From an optimization exercise on the open Yosys and OpenROAD flow, aimed at small area; shortcuts taken in it are not production practice. Where RTL was checked, it was by simulation tests only, not by an equivalence proof against the original.

## muldiv_unit
module muldiv_unit #(
    parameter int unsigned MUL_CYCLES = 2,
    parameter int unsigned DIV_ITERS  = 32
) (
    input  logic        clk,
    input  logic        rst,
    input  logic        start,
    input  logic [1:0]  op,
    input  logic        flush,
    input  logic [31:0] srca,
    input  logic [31:0] srcb,
    output logic        stall,
    output logic        busy,
    output logic        done,
    output logic [31:0] hi,
    output logic [31:0] lo
);
    logic        act_q;           
    logic [5:0]  cnt_q;           
    logic [33:0] h_q;             
    logic [31:0] l_q;             
    logic        is_div, is_signed;
    logic [5:0]  ph;
    logic        sa, sb;
    logic [35:0] xa;              
    logic [32:0] bm;              
    logic        bzero;
    logic        ph0, ph1, ph2, div_last, div_end;
    assign is_div    = op[1];
    assign is_signed = ~op[0];
    assign ph        = act_q ? cnt_q : 6'd0;
    assign ph0       = ~act_q;
    assign ph1       = act_q & (cnt_q == 6'd1);
    assign ph2       = act_q & (cnt_q == 6'd2);
    assign sa        = is_signed & srca[31];
    assign sb        = is_signed & srcb[31];
    assign xa        = {sa, sa, sa, sa, srca};
    assign bm        = {sb, srcb};
    assign bzero     = (srcb == 32'd0);
    assign div_last  = div_q & act_q & (cnt_q == 6'd33);
    assign div_end   = act_q & (cnt_q == 6'd32);
    function automatic logic [2:0] booth(input logic [2:0] x);
        booth[0] = x[1] ^ x[0];                                             
        booth[1] = (x[2] & ~x[1] & ~x[0]) | (~x[2] & x[1] & x[0]);           
        booth[2] = x[2] & ~(x[1] & x[0]);                                   
    endfunction
    logic [12:0] xw0, xwn;
    logic [17:0] enc0, encn, enc_q;
    logic        div_q;           
    logic        sa_q, sb_q;      
    assign xw0 = {xa[11:0], 1'b0};
    assign xwn = ph0 ? xa[23:11] : xa[35:23];
    always_comb begin
        for (int j = 0; j < 6; j++) begin
  ...
Size in the first run: ~1900 cells after synthesis, about 94 flip-flops, about 140 I/O pins, ~16000 um2 of cells after synthesis.
Settings: LEC_CHECK=0, CAP_MARGIN=20, CORE_MARGIN=2, CORE_UTILIZATION=50, SLEW_MARGIN=20; clock period 10.5 ns.
run.sh (not shown) runs the stock make flow with config.mk's settings and CLKGATE_MAP_FILE= SYNTH_SCRIPT=/design/flow/synth_recipe.tcl, a recipe that flattens the netlist after the stock synthesis.
The first run completed and failed the layout checks on setup timing.
Rerun with:
==> flow/flow/run.sh (new file) <==
#!/bin/bash
# Standard synthesis and layout (standard.sh), with faster port buffers than the
# resizer's default pick, so the input-to-output paths of the last multiply pass
# need less timing repair.
set -euo pipefail
export BUFFER_PORTS_ARGS="-buffer_cell sky130_fd_sc_hd__buf_2"
bash standard.sh synth > synth.log 2>&1
bash standard.sh finish > layout.log 2>&1
==> flow/standard.sh (new file) <==
#!/bin/bash
# synth_recipe.tcl (not shown) runs the flow's synth.tcl, then flattens the netlist and writes it again
# the make line also repeats each setting of config.mk as NAME=value (left out here)
make -C /OpenROAD-flow-scripts/flow DESIGN_CONFIG=/design/flow/config.mk WORK_HOME=/design/flow/orfs CLKGATE_MAP_FILE= SYNTH_SCRIPT=/design/flow/synth_recipe.tcl "${@:-finish}"
Settings changed: CAP_MARGIN 20 to 0, SLEW_MARGIN 20 to 0.
removed: flow/run.sh
Outcome: This time the run completed with no timing, DRC or antenna violations. Non-clock buffer count decreases by 213. Wire length falls by 2.6%. Final cell count came out lower by 7.9%. Count of clock-buffer cells in the layout is unchanged.
Rerun with:
Settings changed: CAP_MARGIN 0 to 20, SLEW_MARGIN 0 to 20.
Result: Via count is unchanged; global-route usage does not change; wire length does not change; clock-buffer cell count does not change; setup slack does not change.

========
== run 1 ==
muldiv_unit, a different RTL version from the one above (not shown whole).
Size in the first run: ~2,000 cells after synthesis, ~140 I/O pins, ~16,000 um^2 of cells after synthesis.
==> flow/config.mk <==
export PLATFORM = sky130hd
export DESIGN_NAME = muldiv_unit
export DESIGN_NICKNAME = muldiv_unit
export VERILOG_FILES = /design/flow/design.v
export SDC_FILE = /design/flow/constraint.sdc
export NUM_CORES = 4
export LEC_CHECK = 0
export CAP_MARGIN = 20
export CORE_MARGIN = 2
export CORE_UTILIZATION = 50
export SLEW_MARGIN = 20
==> flow/constraint.sdc <==
create_clock -name core_clock -period 10.5 [get_ports {clk}]
set_input_delay 2.1000 -clock core_clock [delete_from_list [all_inputs] [get_ports {clk}]]
set_output_delay 2.1000 -clock core_clock [all_outputs]
set_load 0.01 [all_outputs]
standard.sh (not shown) runs the stock make flow with config.mk's settings and CLKGATE_MAP_FILE= SYNTH_SCRIPT=/design/flow/synth_recipe.tcl, a recipe that flattens the netlist after the stock synthesis.
==> flow/flow/run.sh <==
#!/bin/bash
# Standard synthesis and layout (standard.sh), with faster port buffers than the
# resizer's default pick, so the input-to-output paths of the last multiply pass
# need less timing repair.
set -euo pipefail
export BUFFER_PORTS_ARGS="-buffer_cell sky130_fd_sc_hd__buf_2"
bash standard.sh synth > synth.log 2>&1
bash standard.sh finish > layout.log 2>&1
Edits applied to the flow inputs when going from run 1 to run 2:
Settings: an added PLACE_DENSITY of 0.7; an added CTS_BUF_LIST of sky130_fd_sc_hd__clkbuf_8.
==> flow/flow/run.sh <==
#!/bin/bash
# Standard synthesis and layout (standard.sh), with faster port buffers than the
# resizer's default pick, and power recovery (downsizing of gates off the critical
# paths) after global routing.
set -euo pipefail
export BUFFER_PORTS_ARGS="-buffer_cell sky130_fd_sc_hd__buf_2"
export RECOVER_POWER=100
bash standard.sh synth > synth.log 2>&1
bash standard.sh finish > layout.log 2>&1
### Flow results
- Any difference in final critical-path share of the clock period between run 2 and run 1 is small enough to ignore.
- The final reports for run 2 and run 1 show max-slew violation total from the final report higher in the former.
- Setup slack: run 2 better than run 1
- Completing all stages was not enough for run 2: its layout failed the final checks because of capacitance limit, slew limit.
- There was hardly any difference in iteration-0 DRC count of the detailed router between run 1 and run 2.
- Run 2 ends up with lower critical path depth than run 1 does.
- In the metrics for run 1 and run 2, the one carrying the lower routed metal-1 wire length is run 2.
- Run 1 reports its start point of the critical path as srca[3] while run 2 reports srca[5].
- In run 2, number of non-clock buffers is lower than in run 1.
- Relative to run 1, met2 layer usage reported by global route has decreased by 2.6 points in run 2.
No run of this note included a check of the RTL's function; only the layout flow was run.

========
muldiv_unit, a different RTL version from the one above (not shown whole).
Size in the first run: ~2,000 cells after synthesis, about 97 flip-flops, roughly 140 I/O pins, about 16,000 um^2 of cells after synthesis.
Design muldiv_unit, start of the top module:
module muldiv_unit #(
    parameter int unsigned MUL_CYCLES = 2,
    parameter int unsigned DIV_ITERS  = 32
) (
    input  logic        clk,
    input  logic        rst,
    input  logic        start,
    input  logic [1:0]  op,
    input  logic        flush,
    input  logic [31:0] srca,
    input  logic [31:0] srcb,
    output logic        stall,
    output logic        busy,
    output logic        done,
    output logic [31:0] hi,
    output logic [31:0] lo
);
clock: 10.5 ns
lec_check: 0
cap_margin: 20
core_margin: 2
core_utilization: 50
cts_buf_list: sky130_fd_sc_hd__clkbuf_8
slew_margin: 20
==> flow/flow/run.sh <==
#!/bin/bash
# Standard synthesis and layout (standard.sh), with faster port buffers than the
# resizer's default pick, and power recovery (downsizing of gates off the critical
# paths) after global routing.
set -euo pipefail
export BUFFER_PORTS_ARGS="-buffer_cell sky130_fd_sc_hd__buf_1"
export RECOVER_POWER=100
bash standard.sh synth > synth.log 2>&1
bash standard.sh finish > layout.log 2>&1
The baseline reached the layout checks and failed them: max-capacitance violations, max-slew violations.
Edit:
--- a/flow/flow/run.sh
+++ b/flow/flow/run.sh
@@ -6 +6 @@
-export BUFFER_PORTS_ARGS="-buffer_cell sky130_fd_sc_hd__buf_1"
+export BUFFER_PORTS_ARGS="-buffer_cell sky130_fd_sc_hd__buf_2"
--- a/flow/config.mk
+++ b/flow/config.mk
@@ -11,0 +12 @@
+export PLACE_DENSITY = 0.7
Outcome: The changed run completed with no timing, DRC or antenna violations; design area decreases by 1.3%; via count stays flat; routed wire length decreases by 4.3%; worst hold slack stays flat; count of clock-buffer cells in the layout decreases by 2; cell count decreases by 1.6%.
Edit:
--- a/flow/config.mk
+++ b/flow/config.mk
@@ -11,2 +10,0 @@
-export CTS_BUF_LIST = sky130_fd_sc_hd__clkbuf_8
-export PLACE_DENSITY = 0.7
Effect: Routed wire length increases by about 2%; sequential share of layout area barely changes; cell area increases by about 0.9%; area after synthesis is unchanged; global-route usage increases by 0.61 points; core utilization increases by 0.48 points; critical path depth increases by 1; via count decreases by about 1.3%; maximum frequency hardly moves.
Edit:
--- a/flow/config.mk
+++ b/flow/config.mk
@@ -10 +10,2 @@
-export CORE_UTILIZATION = 50
+export CORE_UTILIZATION = 35
+export CTS_BUF_LIST = sky130_fd_sc_hd__clkbuf_8
Effect: With this change the flow reached the layout checks and failed them: max-capacitance violations, max-slew violations; synthesized area is unchanged; routed wire length rose by a few percent; core utilization falls by 17 points; final area went up slightly; setup slack is better by 0.0084 ns; final cell count climbs by a little under a tenth; via count came out higher slightly; critical path depth went down by 3.

========
Starting RTL as in the previous note.
Design muldiv_unit, start of the top module:
module muldiv_unit #(
    parameter int unsigned MUL_CYCLES = 2,
    parameter int unsigned DIV_ITERS  = 32
) (
    input  logic        clk,
    input  logic        rst,
    input  logic        start,
    input  logic [1:0]  op,
    input  logic        flush,
    input  logic [31:0] srca,
    input  logic [31:0] srcb,
    output logic        stall,
    output logic        busy,
    output logic        done,
    output logic [31:0] hi,
    output logic [31:0] lo
);
    logic        act_q;           
    logic [5:0]  cnt_q;           
    logic [33:0] h_q;             
    logic [31:0] l_q;             
    logic        is_div, is_signed;
    logic [5:0]  ph;
    logic        sa, sb;
    logic [35:0] xa;              
    logic [32:0] bm;              
    logic        bzero;
    logic        ph0, div_abs, div_end, div_last;
    logic        p0_q, e33_q, e34_q;    
    assign is_div    = op[1];
    assign is_signed = ~op[0];
    assign ph        = act_q ? cnt_q : 6'd0;
    assign ph0       = ~act_q;
    assign sa        = is_signed & srca[31];
    assign sb        = is_signed & srcb[31];
    assign xa        = {sa, sa, sa, sa, srca};
    assign bm        = {sb, srcb};
    assign bzero     = (srcb == 32'd0);
    assign div_abs   = act_q & p0_q;
    assign div_end   = act_q & e33_q;
    assign div_last  = div_q & act_q & e34_q;
  ...
Settings: LEC_CHECK=0, CAP_MARGIN=20, CORE_MARGIN=2, CORE_UTILIZATION=55, CTS_BUF_LIST=sky130_fd_sc_hd__clkbuf_8, PLACE_DENSITY=0.8, SLEW_MARGIN=20; clock period 10.5 ns.
==> flow/flow/run.sh <==
#!/bin/bash
# Standard synthesis and layout (standard.sh), with faster port buffers than the
# resizer's default pick, and power recovery (downsizing of gates off the critical
# paths) after global routing.
set -euo pipefail
export BUFFER_PORTS_ARGS="-buffer_cell sky130_fd_sc_hd__buf_2"
export RECOVER_POWER=100
bash standard.sh synth > synth.log 2>&1
bash standard.sh finish > layout.log 2>&1
The starting point completed, yet does not pass: capacitance limit, slew limit.
Rerun with:
- CORE_UTILIZATION: 55 -> 50
- PLACE_DENSITY: 0.8 -> default
What happened:
- The new run passed the timing, design-rule and antenna checks
- clock-buffer cell count went up by 1
- final area fell by 0.81%
- routed wire length grows by 3.1%
- via count decreases by 3.3%
- die area rose by 9.8%
- final cell count increases by 0.61%
- synthesized area does not change
- sequential cell count stays the same
- maximum frequency climbs by 0.66%
Rerun with:
- PLACE_DENSITY: default -> 0.75
Effect: With this change the flow finished but failed the layout checks on capacitance limit, slew limit. Design area is about the same. Die area stays the same. Synthesized cell count is unchanged. Setup slack is worse by 0.073 ns. Via count grows by a few percent. Hold slack is better by 0.0074 ns. Sequential share of layout area barely changes.

========
muldiv_unit again, from the RTL that the note above started with.
Settings: LEC_CHECK=0, CAP_MARGIN=20, CORE_MARGIN=2, CORE_UTILIZATION=65, CTS_BUF_LIST=sky130_fd_sc_hd__clkbuf_8, SLEW_MARGIN=20; clock period 10.5 ns.
Scripts as last shown in full above: flow/flow/run.sh
The starting point ran to the end with violations: capacitance limit, slew limit.
Next try:
==> flow/flow/run.sh (replaced) <==
#!/bin/bash
# Standard synthesis and layout (standard.sh), with faster port buffers than the
# resizer's default pick, so the input-to-output paths of the last multiply pass
# need less timing repair.
set -euo pipefail
export BUFFER_PORTS_ARGS="-buffer_cell sky130_fd_sc_hd__buf_2"
bash standard.sh synth > synth.log 2>&1
bash standard.sh finish > layout.log 2>&1
- CORE_UTILIZATION: 65 -> 50
After rerunning: This time the run completed with no timing, DRC or antenna violations. Fmax grows by 0.32%. Cell area grows by 0.83%. Non-clock buffer count shrinks by 1. Worst hold slack is worse by 0.0082 ns. Worst setup slack is better by 0.032 ns.

========
main:
Another version of the RTL of muldiv_unit (not shown whole).
Size in the first run: roughly 2000 cells after synthesis, roughly 140 I/O pins, about 0.016 sq mm of cells after synthesis.
make LEC_CHECK=0 CAP_MARGIN=20 CORE_MARGIN=2 CORE_UTILIZATION=60 SLEW_MARGIN=20 finish   # period 10.5 ns
run.sh (not shown) runs the stock make flow with config.mk's settings and CLKGATE_MAP_FILE= SYNTH_SCRIPT=/design/flow/synth_recipe.tcl, a recipe that flattens the netlist after the stock synthesis.
Stock flow here: none of the scripts above is used.
Although it ran to completion, main produced a layout that fails the final checks because of setup timing.
Inputs modified between main and the feature branch:
-- flow/config.mk --
<<< main, line 9
export CORE_MARGIN = 2
export CORE_UTILIZATION = 60
export SLEW_MARGIN = 20
>>> the feature branch, line 9
export CORE_MARGIN = 2
export CORE_UTILIZATION = 60
export GPL_TIMING_DRIVEN = 0
export SLEW_MARGIN = 20
==> run notes <==
main → the feature branch: area occupied by multi-input gates went up by 1.8%, total area of sequential cells essentially unchanged, part of the cycle the worst path needs saw a decrease, number of cells after detailed placement down 197.
Of the runs the feature branch and main, none of them finished clean.
The flow completed for the feature branch, but it is not clean: the layout still shows setup timing.
Completing all stages was not enough for main: its layout failed the final checks because of setup timing.
[diff] final area, the feature branch relative to main: improvement
Summary of the feature branch over main: non-clock buffer count decreased 167, number of multi-input combinational cells closely matched the old numbers, number of placed I/O pins stayed essentially flat, utilization after layout went down 4.4 points.
As far as critical path buffer and inverter count goes, main and the feature branch are indistinguishable; the numbers are identical.
No functional check of the RTL was part of any run of this note.

========
gamma:
RTL: one of the versions met above, not the one the previous note started from.
For scale: ~140 I/O pins, ~16000 sq um of cells after synthesis.
Settings: LEC_CHECK=0, CAP_MARGIN=20, CORE_MARGIN=2, CORE_UTILIZATION=50, SLEW_MARGIN=20; clock period 10.5 ns.
standard.sh (not shown) runs the stock make flow with config.mk's settings and CLKGATE_MAP_FILE= SYNTH_SCRIPT=/design/flow/synth_recipe.tcl, a recipe that flattens the netlist after the stock synthesis.
==> flow/flow/run.sh <==
#!/bin/bash
# Standard synthesis and layout (standard.sh), with faster port buffers than the
# resizer's default pick, so the input-to-output paths of the last multiply pass
# need less timing repair.
set -euo pipefail
export BUFFER_PORTS_ARGS="-buffer_cell sky130_fd_sc_hd__buf_2"
bash standard.sh synth > synth.log 2>&1
bash standard.sh finish > layout.log 2>&1
Having completed the whole flow, gamma delivered a layout that passed the timing, design-rule and antenna checks.
Here is what was changed in the inputs of beta compared with gamma.
Settings: an added CTS_BUF_LIST of sky130_fd_sc_hd__clkbuf_8; a change of CORE_UTILIZATION from 50 to 65.
==> flow/flow/run.sh <==
#!/bin/bash
# Standard synthesis (standard.sh synth), then the standard layout with:
#  - faster port buffers (buf_2) than the resizer's default pick,
#  - power recovery (downsizing of gates off the critical paths) after global routing,
#  - the weakest buffers (buf_1, clkbuf_1) kept out of the layout steps, so that power
#    recovery cannot shrink a high-fanout buffer into a slew violation.
set -euo pipefail
bash standard.sh synth > synth.log 2>&1
export BUFFER_PORTS_ARGS="-buffer_cell sky130_fd_sc_hd__buf_2"
export RECOVER_POWER=100
export DONT_USE_CELLS="sky130_fd_sc_hd__buf_1 sky130_fd_sc_hd__clkbuf_1"
bash standard.sh finish > layout.log 2>&1
Results
Although it ran to completion, beta produced a layout that fails the final checks because of max-capacitance violations, max-slew violations.
Changes observed in beta relative to gamma: placer congestion estimate picked up an extra 0.077, half-perimeter wire length of the detailed placement result lost 1700 microns.
Against gamma, beta reports a area after detailed placement that is lower.
The run with more setup slack is beta; gamma has less.
Buffer depth of the longest clock path across gamma and beta: no real change.

what the ideal ports hide:
No port has a modelled driver above. Below, the same layouts with a new extraction and two added sets of constraints.
Step 1 (the two cells are an assumption about what drives the block):
set clk [get_ports {clk}]
set_driving_cell -lib_cell sky130_fd_sc_hd__clkbuf_16 $clk
set_driving_cell -lib_cell sky130_fd_sc_hd__buf_2 [delete_from_list [all_inputs] $clk]
Step 2, shift: input delay + t, output delay - t, t = (earliest + latest rising clock arrival at the registers) / 2. This alone moves slack from input paths to output paths.
Three values: ideal, step 1, step 2; two values: the first two.
| run | t (ns) | slack for setup (ns) | clock arrival spread, ns | slew at the worst register clock pin (ns) | worst slew at a driven data input, ns |
|---|---|---|---|---|---|
| the first run of note 1 | 0.390 | -0.016 / -0.038 / -0.038 | 0.013 / 0.013 | 0.08 / 0.08 | 0.05 |
| the second run of note 1 | 0.393 | 0.147 / 0.125 / 0.125 | 0.011 / 0.011 | 0.07 / 0.07 | 0.07 |
| the third run of note 1 | 0.393 | 0.147 / 0.125 / 0.125 | 0.011 / 0.011 | 0.07 / 0.07 | 0.07 |
| run 1 | 0.394 | 0.190 / 0.170 / 0.170 | 0.010 / 0.010 | 0.08 / 0.08 | 0.04 |
| run 2 | 0.414 | 0.197 / 0.162 / 0.162 | 0.016 / 0.016 | 0.11 / 0.11 | 0.04 |
| the first run of note 3 | 0.415 | 0.293 / 0.270 / 0.270 | 0.018 / 0.018 | 0.11 / 0.11 | 0.06 |
| the second run of note 3 | 0.418 | 0.259 / 0.240 / 0.240 | 0.020 / 0.020 | 0.12 / 0.12 | 0.06 |
| the third run of note 3 | 0.394 | 0.285 / 0.267 / 0.267 | 0.010 / 0.011 | 0.07 / 0.07 | 0.05 |
| the fourth run of note 3 | 0.412 | 0.294 / 0.269 / 0.269 | 0.032 / 0.032 | 0.12 / 0.12 | 0.07 |
| the first run of note 4 | 0.416 | 0.224 / 0.199 / 0.199 | 0.017 / 0.017 | 0.11 / 0.11 | 0.06 |
| the second run of note 4 | 0.421 | 0.291 / 0.273 / 0.273 | 0.012 / 0.012 | 0.10 / 0.10 | 0.06 |
| the third run of note 4 | 0.420 | 0.219 / 0.196 / 0.196 | 0.026 / 0.025 | 0.12 / 0.12 | 0.05 |
| the first run of note 5 | 0.411 | 0.304 / 0.277 / 0.277 | 0.014 / 0.015 | 0.10 / 0.10 | 0.05 |
| the second run of note 5 | 0.420 | 0.336 / 0.318 / 0.318 | 0.014 / 0.014 | 0.10 / 0.10 | 0.06 |
| main | 0.372 | -0.487 / -0.518 / -0.518 | 0.011 / 0.012 | 0.07 / 0.07 | 0.07 |
| the feature branch | 0.373 | -0.469 / -0.499 / -0.499 | 0.011 / 0.011 | 0.07 / 0.07 | 0.07 |
| gamma | 0.394 | 0.287 / 0.268 / 0.268 | 0.010 / 0.010 | 0.07 / 0.07 | 0.05 |
| beta | 0.411 | 0.304 / 0.277 / 0.277 | 0.014 / 0.015 | 0.10 / 0.10 | 0.05 |
The setup slack of run 2, which loses most, moves by -0.035 ns with the drivers and by -0.035 ns with both steps.
